Source: an optimization exercise on an open RTL-to-GDS flow (aim: small area, a short achievable clock period and few clock cycles). Production flows keep margins and buffers that such runs may drop. Where RTL was checked, it was by simulation tests only, not by an equivalence proof against the original. Only the layout flow was run in run 1; the RTL was not checked for function there. Power is estimated from default activity; no workload was simulated.

==> flow/design.v (outline; a module is shown in full before it is edited, if it fits) <==
// module sixteen_lane_string_hash: 14160 lines
module sixteen_lane_string_hash (
  input  wire logic                         clk,
  input  wire logic                         rst,
  input  wire logic                         s_tvalid,
  output      logic                         s_tready,
  input  wire logic [slsh_pkg::S_DATA_W-1:0] s_tdata,    
  input  wire logic                         s_tuser,    
  input  wire logic                         s_tlast,    
  output      logic                         m_tvalid,
  input  wire logic                         m_tready,
  output      logic [slsh_pkg::M_DATA_W-1:0] m_tdata,    
  output      logic                         m_tlast     
);
  // ...
==> flow/flow/run.sh <==
#!/bin/bash
# Standard layout with two changes:
#  - between synthesis and floorplan, flow/polarity.py pushes inverters through
#    full-adder cells (a full adder is self-dual), removing most of the inverters
#    synthesis leaves between the adders of the carry-save trees; registers are
#    not touched;
#  - timing repair aims for the setup margin in flow/margin (ns) instead of the
#    default, so that the achieved period is pushed below the clock period.
# The constraints (constraint.sdc) are the standard flow's, unchanged.
set -euo pipefail
work=$(pwd)
res=$work/orfs/results/${FLOW_PLATFORM:-sky130hd}/sixteen_lane_string_hash/base
margin=$(cat flow/margin 2>/dev/null || echo 0)
bash standard.sh synth > "$work/synth.log" 2>&1
cp "$res/1_2_yosys.v" "$work/1_2_yosys.orig.v"
python3 flow/polarity.py "$work/1_2_yosys.orig.v" "$res/1_2_yosys.v" > "$work/polarity.log" 2>&1
bash standard.sh "SETUP_SLACK_MARGIN=$margin" finish > "$work/layout.log" 2>&1
test -f out/final.def
==> flow/flow/margin <==
12
==> flow/flow/polarity.py <==
#!/usr/bin/env python3
"""Pushes inverters through full-adder cells.

A full adder is self-dual: FA(~a, ~b, ~c) = (~sum, ~cout). Synthesis leaves many
inverters between full adders; this chooses, for each full adder, whether it
works on its signals' complements, so that as few nets as possible need an
inverted copy, then rewrites the netlist with one inverter per such net.
usage: polarity.py in.v out.v
"""
import re, sys, random

INV = 'sky130_fd_sc_hd__inv_1'
FA_TYPES = ('sky130_fd_sc_hd__fa_1', 'sky130_fd_sc_hd__fa_2', 'sky130_fd_sc_hd__fa_4')
OUT_PINS = {'X', 'Y', 'Q', 'Q_N', 'SUM', 'COUT', 'HI', 'LO'}
INV_TYPES = ('sky130_fd_sc_hd__inv_1', 'sky130_fd_sc_hd__inv_2', 'sky130_fd_sc_hd__inv_4',
             'sky130_fd_sc_hd__clkinv_1', 'sky130_fd_sc_hd__clkinv_2')

src = open(sys.argv[1]).read()
mstart = src.index('module ')
mend = src.rindex('endmodule')
body = src[mstart:mend]

cell_re = re.compile(r'^\s*(sky130_fd_sc_hd__\w+)\s+(\S+)\s*\((.*?)\);\s*$', re.S | re.M)
pin_re = re.compile(r'\.(\w+)\(\s*(.*?)\s*\)\s*(?:,|$)', re.S)

cells = []   # [type, name, [(pin, net)]]
spans = []
for m in cell_re.finditer(body):
    pins = pin_re.findall(m.group(3))
    cells.append([m.group(1), m.group(2), pins])
    spans.append((m.start(), m.end()))
if 'assign ' in body:
    sys.exit('netlist has assign statements')

ports = set()
for m in re.finditer(r'^\s*(input|output|inout)\s+(?:\[[^\]]*\]\s*)?(\S+)\s*;', body, re.M):
    ports.add(m.group(2))

def is_port_net(n):
    base = n.split('[')[0].strip()
    return base in ports or n in ports

driver = {}     # net -> (cell index, pin)
loads = {}      # net -> [(cell index, pin)]
for i, (t, name, pins) in enumerate(cells):
    for p, n in pins:
        if not n:
            continue
        if p in OUT_PINS:
            driver[n] = (i, p)
        else:
            loads.setdefault(n, []).append((i, p))

def is_inv(i):
    return cells[i][0] in INV_TYPES

def inv_in(i):
    return dict(cells[i][2])['A']

def root(n):
    par = 0
    seen = 0
    while n in driver and is_inv(driver[n][0]) and not is_port_net(n):
        n = inv_in(driver[n][0])
        par ^= 1
        seen += 1
        if seen > 1000:
            raise SystemExit('inverter loop')
    return n, par

fa = [i for i, c in enumerate(cells) if c[0] in FA_TYPES]
fa_set = set(fa)
# FAs that may not flip: an output is a port
fixed = set()
for i in fa:
    for p, n in cells[i][2]:
        if p in OUT_PINS and is_port_net(n):
            fixed.add(i)

# logical loads: every non-inverter load pin (and inverter loads driving ports), by root
# each load: (cell index or -1, pin, base net, parity)
ll = []
for i, (t, name, pins) in enumerate(cells):
    if is_inv(i):
        out = dict(pins)['Y']
        if is_port_net(out):
            b, par = root(dict(pins)['A'])
            ll.append((i, 'A', b, par))
        continue
    for p, n in pins:
        if p in OUT_PINS or not n:
            continue
        b, par = root(n)
        ll.append((i, p, b, par))
# output ports driven through inverters are loads of their own; port nets driven directly are fine.

p = {i: 0 for i in fa}
def drv_flip(b):
    d = driver.get(b)
    if d and d[0] in fa_set:
        return p[d[0]]
    return 0

by_base = {}
for k, (i, pin, b, par) in enumerate(ll):
    by_base.setdefault(b, []).append(k)
fa_loads = {i: [] for i in fa}   # load entries on FA inputs
for k, (i, pin, b, par) in enumerate(ll):
    if i in fa_set:
        fa_loads[i].append(k)
fa_outs = {i: [n for pp, n in cells[i][2] if pp in OUT_PINS and n] for i in fa}

def need(k):
    i, pin, b, par = ll[k]
    v = par ^ drv_flip(b)
    if i in fa_set:
        v ^= p[i]
    return v

def net_cost(b):
    return 1 if any(need(k) for k in by_base.get(b, [])) else 0

def cost_around(i):
    nets = set(ll[k][2] for k in fa_loads[i]) | set(fa_outs[i])
    return sum(net_cost(b) for b in nets), nets

total = sum(net_cost(b) for b in by_base)
before = sum(1 for c in cells if c[0] in INV_TYPES)
random.seed(1)
improved = True
rounds = 0
while improved and rounds < 50:
    improved = False
    rounds += 1
    order = fa[:]
    random.shuffle(order)
    for i in order:
        if i in fixed:
            continue
        c0, nets = cost_around(i)
        p[i] ^= 1
        c1 = sum(net_cost(b) for b in nets)
        if c1 < c0:
            improved = True
        elif c1 == c0 and random.random() < 0.3:
            pass
        else:
            p[i] ^= 1
# annealing from the greedy result, keeping the best assignment seen
import math
free = [i for i in fa if i not in fixed]
cur = sum(net_cost(b) for b in by_base)
best = cur
bestp = dict(p)
steps = 100 * len(free)
for step in range(steps):
    T = 0.6 * (1 - step / steps) + 0.01
    i = random.choice(free)
    c0, nets = cost_around(i)
    p[i] ^= 1
    c1 = sum(net_cost(b) for b in nets)
    dlt = c1 - c0
    if dlt <= 0 or random.random() < math.exp(-dlt / T):
        cur += dlt
        if cur < best:
            best = cur
            bestp = dict(p)
    else:
        p[i] ^= 1
p = bestp
after = sum(net_cost(b) for b in by_base)
sys.stderr.write('inverters before %d, inverted nets after %d (%d rounds)\n' % (before, after, rounds))

# rewrite: new pin connections for non-inverter cells; inverters rebuilt
newnet = {}   # base net -> inverted net name
newinv = []
cnt = 0
def inverted(b):
    global cnt
    if b not in newnet:
        cnt += 1
        nn = '_pol_n%d_' % cnt
        newnet[b] = nn
        newinv.append(('_pol_i%d_' % cnt, b, nn))
    return newnet[b]

conn = {}   # (cell index, pin) -> net
for k, (i, pin, b, par) in enumerate(ll):
    conn[(i, pin)] = inverted(b) if need(k) else b

out_cells = []
keep = [True] * len(cells)
for i, (t, name, pins) in enumerate(cells):
    if is_inv(i):
        outn = dict(pins)['Y']
        if not is_port_net(outn):
            keep[i] = False
            continue
    newpins = []
    for pp, n in pins:
        if pp in OUT_PINS or not n:
            newpins.append((pp, n))
        else:
            newpins.append((pp, conn.get((i, pp), n)))
    cells[i][2] = newpins

def esc(n):
    return n + ' ' if n.startswith('\\') else n

def fmt(t, name, pins):
    return '  %s %s (\n%s\n  );' % (t, esc(name), ',\n'.join('    .%s(%s)' % (pp, esc(n)) for pp, n in pins))

pieces = []
last = 0
for i, (a, e) in enumerate(spans):
    pieces.append(body[last:a])
    if keep[i]:
        pieces.append('\n' + fmt(*cells[i]))
    last = e
pieces.append(body[last:])
nb = ''.join(pieces)
decl = ''.join('  wire %s;\n' % nn for _, _, nn in newinv)
invs = ''.join('\n' + fmt(INV, name, [('A', b), ('Y', nn)]) for name, b, nn in newinv)
# put declarations after the port list
hdr_end = nb.index(');') + 2
nb = nb[:hdr_end] + '\n' + decl + nb[hdr_end:] + invs + '\n'
open(sys.argv[2], 'w').write(src[:mstart] + nb + src[mend:])
sys.stderr.write('wrote %d inverters\n' % len(newinv))
==> flow/standard.sh <==
#!/bin/bash
# synth_recipe.tcl (not shown) runs the flow's synth.tcl, then flattens the netlist and writes it again
# the make line also repeats each setting of config.mk as NAME=value (left out here)
make -C /OpenROAD-flow-scripts/flow DESIGN_CONFIG=/design/flow/config.mk WORK_HOME=/design/flow/orfs CLKGATE_MAP_FILE= SYNTH_SCRIPT=/design/flow/synth_recipe.tcl "${@:-finish}"
==> flow/config.mk <==
export PLATFORM = sky130hd
export DESIGN_NAME = sixteen_lane_string_hash
export DESIGN_NICKNAME = sixteen_lane_string_hash
export VERILOG_FILES = /design/flow/design.v
export SDC_FILE = /design/flow/constraint.sdc
export NUM_CORES = 4
export LEC_CHECK = 0
export ABC_AREA = 1
export CAP_MARGIN = 20
export CORE_MARGIN = 2
export CORE_UTILIZATION = 40
export SLEW_MARGIN = 20
==> flow/constraint.sdc <==
create_clock -name core_clock -period 17.0 [get_ports {clk}]
set_input_delay 3.4000 -clock core_clock [delete_from_list [all_inputs] [get_ports {clk}]]
set_output_delay 3.4000 -clock core_clock [all_outputs]
set_load 0.01 [all_outputs]
==> impl_metrics.ini, run 1 <==
[status]
status = complete, no violations

[cells_and_area]
dominant_cells = multi-input gates
mostFrequentLayoutCell = nand2_1
nonClkBufAreaFrac_pct = 2.52
clockNetworkAreaShare_pct = 3.49
multi_input_area_share_pct = 65.8
fin_cells = 15400

[min_path]
min_to = sl_user[15]
hp-start = sl_user[15]
hp-class = flop to flop
hold_depth = 2

[floorplanning]
taps = 3312
core_um2 = 246000

[job]
drv_cap = 0

[place]
dp_slack_ns = 11.00
placed_cells_incl_taps = 15000
finalWeightedCongestion = 1.04
port_buffers = 108
dp.final_hpwl_mm = 265

[sta]
tns_ns = 0
relSlewSlack_pct = 16.7
min_period_ns = 4.99
setup_ws_ns = 12.01
rsz0062_at_grt = true
slew_violations = 0

[grt]
grt_max_degree = 132
track_usage_pct = 26.3
antenna_found_initial = 19
grt_use_met3_pct = 5.66
grt_overflow = 0

[routing]
wl_met1_mm = 135
vias = 79200
wl_met3_mm = 26.6
ant_nets = 0

[setup_path]
start_kind = flop
critPathCapture = m_tdata[0]
r2r-start = sl_code[48]
r2r_setup_slack_ns = 12.10

[clock_tree]
cts_hold_buf = 0
cts_made_buffers = 106

[power]
p_seq_share_pct = 10.3
switching_share_pct = 53.9
power_leader = combinational logic
==> run 2: changes to the inputs <==
--- a/flow/design.v
+++ b/flow/design.v
@@ -128,16 +128,17 @@
   logic [W-1:0]        a_w, b_w;
   slsh_pkg::lane_idx_t a_i, b_i;
   logic                push, pop;
   logic [W-1:0]        o_w;
   logic [W-1:0]        a_nw;    
   logic [W-1:0]        a_hl;
   slsh_pkg::hex_text_t hex;    
   logic [W/4-1:0]      a_ge;    
+  logic [W/4-1:0]      a_lt;    
   logic                a_last;
   slsh_pkg::lane_idx_t o_i;
   assign r_code   = slsh_pkg::code_of(r_byte);
   assign s_tready = !k_v;
   assign in_fire  = s_tvalid && !k_v;
   assign go       = !b_v;
   assign space_ok = !(|sl_last[L-2:0]);
   assign take     = go && r_v && !(sl_last[0] && r_user) && (!r_last || space_ok);
@@ -14231,27 +14232,28 @@
   assign a_nw = b_v ? b_w : o_w;
   always_ff @(posedge clk) begin
     if (pop || !a_v) begin
       a_w    <= a_nw;
       a_i    <= b_v ? b_i : o_i;
       a_last <= b_v ? (b_i == slsh_pkg::lane_idx_t'(L - 1)) : (o_i == slsh_pkg::lane_idx_t'(L - 1));
       for (int n = 0; n < W / 4; n++) begin
         a_ge[n]        <= (a_nw[4*n +: 4] >= 4'd10);
+        a_lt[n]        <= (a_nw[4*n +: 4] < 4'd10);
         a_hl[4*n +: 4] <= (a_nw[4*n +: 4] >= 4'd10) ? a_nw[4*n +: 4] - 4'd9 : a_nw[4*n +: 4];
       end
     end
     if (push && a_v && !pop) begin
       b_w <= o_w;
       b_i <= o_i;
     end
   end
   always_comb begin
     hex = '0;
     for (int n = 0; n < W / 4; n++) begin
-      hex[8*n +: 8] = {1'b0, a_ge[n], !a_ge[n], !a_ge[n], a_hl[4*n +: 4]};
+      hex[8*n +: 8] = {1'b0, a_ge[n], a_lt[n], a_lt[n], a_hl[4*n +: 4]};
     end
   end
   assign m_tvalid = a_v;
   assign m_tlast  = a_last;
   assign m_tdata  = {{(slsh_pkg::M_DATA_W-slsh_pkg::M_FIELDS_W){1'b0}}, hex, a_w, a_i};
 endmodule
 `default_nettype wire
==> flow/flow/margin (replaced) <==
12.5
==> run 2 against run 1 <==
Die area is essentially flat; register-to-register slack gained 0.36 ns; sequential share of layout area down 0.15 points; flip-flop and latch count rose by 8; sequential power shrank 4%.
==> impl_metrics.ini, run 2 <==
[status]
status = complete, no violations

[power]
pwr-share-clk_pct = 9.0
p_int_mw = 12.6
comb_power_share_pct = 82.7
switchingPower_mw = 13.7
power_leakage_nw = 54.5
p_seq_share_pct = 8.4
switching_share_pct = 52.1
irDropWorstVdd_v = 0.000303
power_density_nw_per_um2 = 236

[routing]
drt_pass1_iterations = 8
drcViolationCount = 0
drtIter0Drc = 7071
ant_nets = 0
wirelength_mm = 331
vias = 79400
avgRoutedWirePerCell_um = 21.4
via_per_inst = 5.13

[min_path]
hold_depth = 2
hp-class = flop to flop

[clock_tree]
cts_root_buf = clkbuf_16
htreeDepth = 3
cts_made_buffers = 102
cts.clk_slew.worst_paths_ns = 0.07
cts_buffer_depth = 3
clock-sinks = 787
clk_latency_ns = 0.79
cts_tree = yes

[setup_path]
ff2ff_path_depth = 18
path_depth = 1
path_max_fanout = 1
end_kind = output pin
crit_required_ns = 13.60
cpMaxStageDelayCell = edfxtp_1
cp.arrival_ns = 1.62
critical_path_class = flop to output pin
start_kind = flop
cp_num_buf_inv = 1
path_cells = buf_2
cpPeakStageDelay_ns = 0.62
cpLargestDelayFamily = flip-flops

[floorplanning]
dieArea_um2 = 252000
num_rows = 182
die_h_um = 502
initial_core_util_pct = 40.3
core_um2 = 246000
die_w_um = 502
ioPinCount = 121

[place]
dp.final_hpwl_mm = 263
finalWeightedCongestion = 1.02
port_buffers = 108
placed_cells_incl_taps = 14900
dp_slack_ns = 11.24

[cells_and_area]
final_cell_mix = nand2_1, inv_1, fa_1, ha_1, a21oi_1
regMostFlops = lanes
largest_register_ffs = 512
final_util_pct = 45.3
layout-drive-gt1-share_pct = 10.1
fill_cells = 24000
area_growth_pct = 12.4
reg_top3 = lanes x512, sl_code x96
mostFrequentLayoutCell = nand2_1
fin_nets = 14700
fin_cells = 15500

[grt]
grt_pass1_wl_mm = 498
grt_max_degree = 68
track_usage_pct = 26.5
grt_overflow = 0
grt_pass1_vias = 78700
antenna_found_initial = 15

[synth]
synth.avg_cell_area_um2 = 8.48
synth_cells = 11700
synth.cell_area_um2 = 99200
synth_warnings = 1

[sta]
tns_ns = 0
post-route-period-util_pct = 29.6
fmax_ghz = 0.199
setup_ws_ns = 11.98
hold_viol_final = 0
finClkSkew_ns = 0.0385
min_period_ns = 5.02
slew_violations = 0
relSlewSlack_pct = 23.2
rsz0062_at_grt = true
setup_viol = 0
worstMarginPinSlew_ns = 1.15

[job]
drv_cap = 0
==> run 2: cell types whose count changed in the layout (fill, tap and decap cells not counted), sizes merged, moves of 34 or more <==
cell         previous run  this run
o21ai                 382       425
nand2                2752      2703
o22ai                  85        51
dlygate4sd2            76         0
inv                  2258      2183
buf                   241       485
==> run 2: path summary, 6_finish.rpt <==
kind	end	slack (ns)	startpoint
worst max-delay path	m_tdata[55]	11.98	a_hl[11]
worst min-delay path	sl_user[0]	0.45	sl_user[0]
worst max register to register	lanes[208]	12.46	sl_code[40]
worst min register to register	sl_user[0]	0.45	sl_user[0]
==> run 2: worst register-to-register path: cells and delay by family, from the launching register on <==
family	cells	cell delay [ns]
adders and majority gates	7	2.86
AOI/OAI and AO/OA	2	0.18
DFF	1	0.51
and+or+nand+nor	6	0.58
buffers and inverters	3	0.29
==> run 2: metrics by stage <==
stage | hold WS [ns] | instance area [um2] | total power, mW
2_1_floorplan | 0.436 | 99300 | 16.1
3_3_place_gp | 0.443 | 103000 | 19.7
3_5_place_dp | 0.448 | 103000 | 19.8
4_1_cts | 0.457 | 109000 | 23.2
5_1_grt | 0.485 | 111000 | 29.3
6_report | 0.454 | 111000 | 26.3
==> run 2: cell type report <==
| class | count | area (um2) | share of cell area [%] |
|---|---|---|---|
| multi-input combinational | 8461 | 73200 | 65.6 |
| antenna | 10 | 25.0 | 0.0224 |
| clock buffer | 138 | 2930 | 2.63 |
| inverter | 2214 | 8470 | 7.60 |
| clock inverter | 54 | 584 | 0.524 |
| sequential | 787 | 18200 | 16.3 |
| tap | 3312 | 4140 | 3.72 |
| timing repair buffer | 503 | 3940 | 3.54 |
==> run 2: power groups by stage <==
stage,clock [mW],combinational (mW),sequential (mW)
finish,2.36,21.8,2.20
global route,2.46,24.7,2.21
CTS,2.40,18.5,2.21
detailed placement,0,17.4,2.44
global placement,0,17.3,2.44
floorplan,0,13.8,2.29
==> run 2: repair_timing <==
item	in CTS	in global routing
hold endpoints to repair	0	0
pin swaps	21	208
endpoints found under the setup margin	377	361
gates resized for setup	497	436
setup buffers	219	110
hold buffers	0	0
gates cloned	1	5
==> run 2: layer usage <==
metal  wire (um)  vias up  GRT usage [%]  share of wire [%]
li1            -    37300              -                  -
met1      140000    38900           36.0                 42
met2      144000     2701           40.1                 43
met3       27600      587           5.23                8.3
met4       20000        8           13.5                6.0
met5          49        -              0              0.015
Testbench counts of run 2, summed over its fixed seeds: cycles 20,899.
==> run 3: changes to the inputs <==
==> flow/flow/margin (replaced) <==
12
==> run 3 against run 2 <==
Global-route usage shrank 0.47 points; first-iteration DRC count shrank 6.9%; combinational power shrank 18%; still clean on timing, DRC and antenna; sequential power grew 4%; via count shrank 1.2%; critical endpoint is now m_tdata[14].
==> impl_metrics.ini, run 3 <==
[status]
status = complete, no violations

[place]
dp.final_hpwl_mm = 261
port_buffers = 108
dp_slack_ns = 11.25
finalWeightedCongestion = 1.03
place_area_um2 = 103000

[setup_path]
cp_num_buf_inv = 1
end_kind = output pin
crit_required_ns = 13.60
r2r_setup_slack_ns = 12.19
ff2ff_path_depth = 15
critical_path_class = flop to output pin
reg2reg_to = lanes[401]
path_max_fanout = 1
cpPeakStageDelay_ns = 0.56
cpLargestDelayFamily = flip-flops
cp.arrival_ns = 1.60
start_kind = flop
r2r-start = sl_code[72]
path_cells = buf_2
cpMaxStageDelayCell = edfxtp_1

[routing]
avgRoutedWirePerCell_um = 21.0
drtIter0Drc = 6582
ant_nets = 0
vias = 78500
drt_pass1_iterations = 6
wirelength_mm = 322
drcViolationCount = 0
via_per_inst = 5.12

[power]
irDropWorstVdd_v = 0.000276
power_density_nw_per_um2 = 209
power_leakage_nw = 53.6

[cells_and_area]
final_cell_mix = nand2_1, inv_1, fa_1, ha_1, a21oi_1
reg_top3 = lanes x512, sl_code x96
stdcell_area_um2 = 109000
area_growth_pct = 9.47
layout-drive-gt1-share_pct = 4.47
largest_register_ffs = 512
mostFrequentLayoutCell = nand2_1
regMostFlops = lanes
fill_cells = 24300
fin_nets = 14500

[floorplanning]
num_rows = 182
core_um2 = 246000
ioPinCount = 121
die_h_um = 502
initial_core_util_pct = 40.3
dieArea_um2 = 252000
die_w_um = 502

[clock_tree]
htreeDepth = 3
cts_buffer_depth = 3
clock-sinks = 787
cts_made_buffers = 105
cts_tree = yes
cts.clk_slew.worst_paths_ns = 0.06
cts_root_buf = clkbuf_16
clk_latency_ns = 0.81

[min_path]
hp-class = flop to flop
hold_depth = 2
min_to = sl_user[0]
hp-start = sl_user[0]

[sta]
fmax_ghz = 0.200
post-route-period-util_pct = 29.4
slew_violations = 0
relSlewSlack_pct = 16.1
setup_ws_ns = 12.00
rsz0062_at_grt = true
tns_ns = 0
hold_viol_final = 0
setup_viol = 0
worstMarginPinSlew_ns = 1.25
min_period_ns = 5.00
finClkSkew_ns = 0.0699

[job]
drv_cap = 0

[synth]
synth_warnings = 1
synth_cells = 11700
synth.cell_area_um2 = 99200
synth.avg_cell_area_um2 = 8.48

[grt]
grt_max_degree = 98
grt_overflow = 0
grt_pass1_vias = 78400
grt_pass1_wl_mm = 491
antenna_found_initial = 17
track_usage_pct = 26.0
[run 3: cell type report]
type / count / area, um2 / area share (%)
clock buffers: 128 / 2810 / 2.58
multi-input cells: 8459 / 71300 / 65.7
clock inverters: 71 / 1020 / 0.935
well taps: 3312 / 4140 / 3.82
flip-flops and latches: 787 / 18100 / 16.7
repair buffers: 338 / 2760 / 2.54
diodes: 11 / 27.5 / 0.0253
inverters: 2214 / 8360 / 7.69
[run 3: report_power, final]
group	switching [mW]	internal, mW	total, mW
Combinational	11.0	6.89	17.8
Sequential	0.233	2.05	2.28
Clock	1.04	1.49	2.53
Total	12.2	10.4	22.7
[run 3: metal layers]
| metal | track usage, % | wire length (um) | vias to the layer above | share of wire (%) |
|---|---|---|---|---|
| met1 | 35.2 | 137000 | 38300 | 42 |
| met2 | 39.8 | 140000 | 2674 | 44 |
| met4 | 12.1 | 17700 | 10 | 5.5 |
| met3 | 5.56 | 27200 | 586 | 8.5 |
| li1 | - | - | 36900 | - |
| met5 | 0 | 62 | - | 0.019 |
[run 3: worst max-delay path by stage]
stage / startpoint / depth (start not counted) / end
4_1_cts: k_v / 2 / s_tready
5_1_grt: sl_code[43] / 13 / lanes[241]
6_report: a_w[10] / 1 / m_tdata[14]
3_5_place_dp: m_tready / 5 / b_w[2]
3_3_place_gp: m_tready / 5 / b_w[2]
2_1_floorplan: m_tready / 3 / b_i[0]
[run 3: metrics by stage]
step / hold WS [ns] / power [mW] / util (%) / instances
detailed placement: 0.451 / 19.7 / 42.0 / 14900
CTS: 0.458 / 22.4 / 43.6 / 15200
global placement: 0.446 / 19.5 / 42.0 / 14900
global route: 0.476 / 25.7 / 44.1 / 15300
floorplan: 0.436 / 16.1 / - / 11700
finish: 0.456 / 22.7 / 44.1 / 15300
[run 3: what timing repair did]
action,4_1_cts,5_1_grt
gates resized for setup,103,25
setup buffers,15,150
setup endpoints to repair,100,112
pin swaps,0,2
hold buffers,0,0

re-timing with driven ports:
In the flow no input, the clock included, has a driving cell. The finished layouts below were timed again as built, in two steps.
Step 1, drivers: a clkbuf_16 drives clk and a buf_2 each remaining input, both assumed.
Step 2 also shifts input and output timing later by t, the mid clock arrival at the registers, as if the neighbouring blocks saw the same clock.
a / b / c = no drivers / after step 1 / after step 2; a / b = the first two.
| run | t, ns | setup WS [ns] | worst setup path after step 2 | worst data-port slew with drivers (ns) |
|---|---|---|---|---|
| run 1 | 0.887 | 12.007 / 11.906 / 11.367 | input to register | 0.04 |
| run 2 | 0.865 | 11.975 / 11.884 / 11.739 | input to register | 0.03 |
| run 3 | 0.867 | 11.998 / 11.908 / 11.444 | input to register | 0.03 |
After both steps every run listed still meets setup and hold. The setup slack of run 1, which loses most, moves by -0.101 ns with the drivers and by -0.640 ns with both steps.
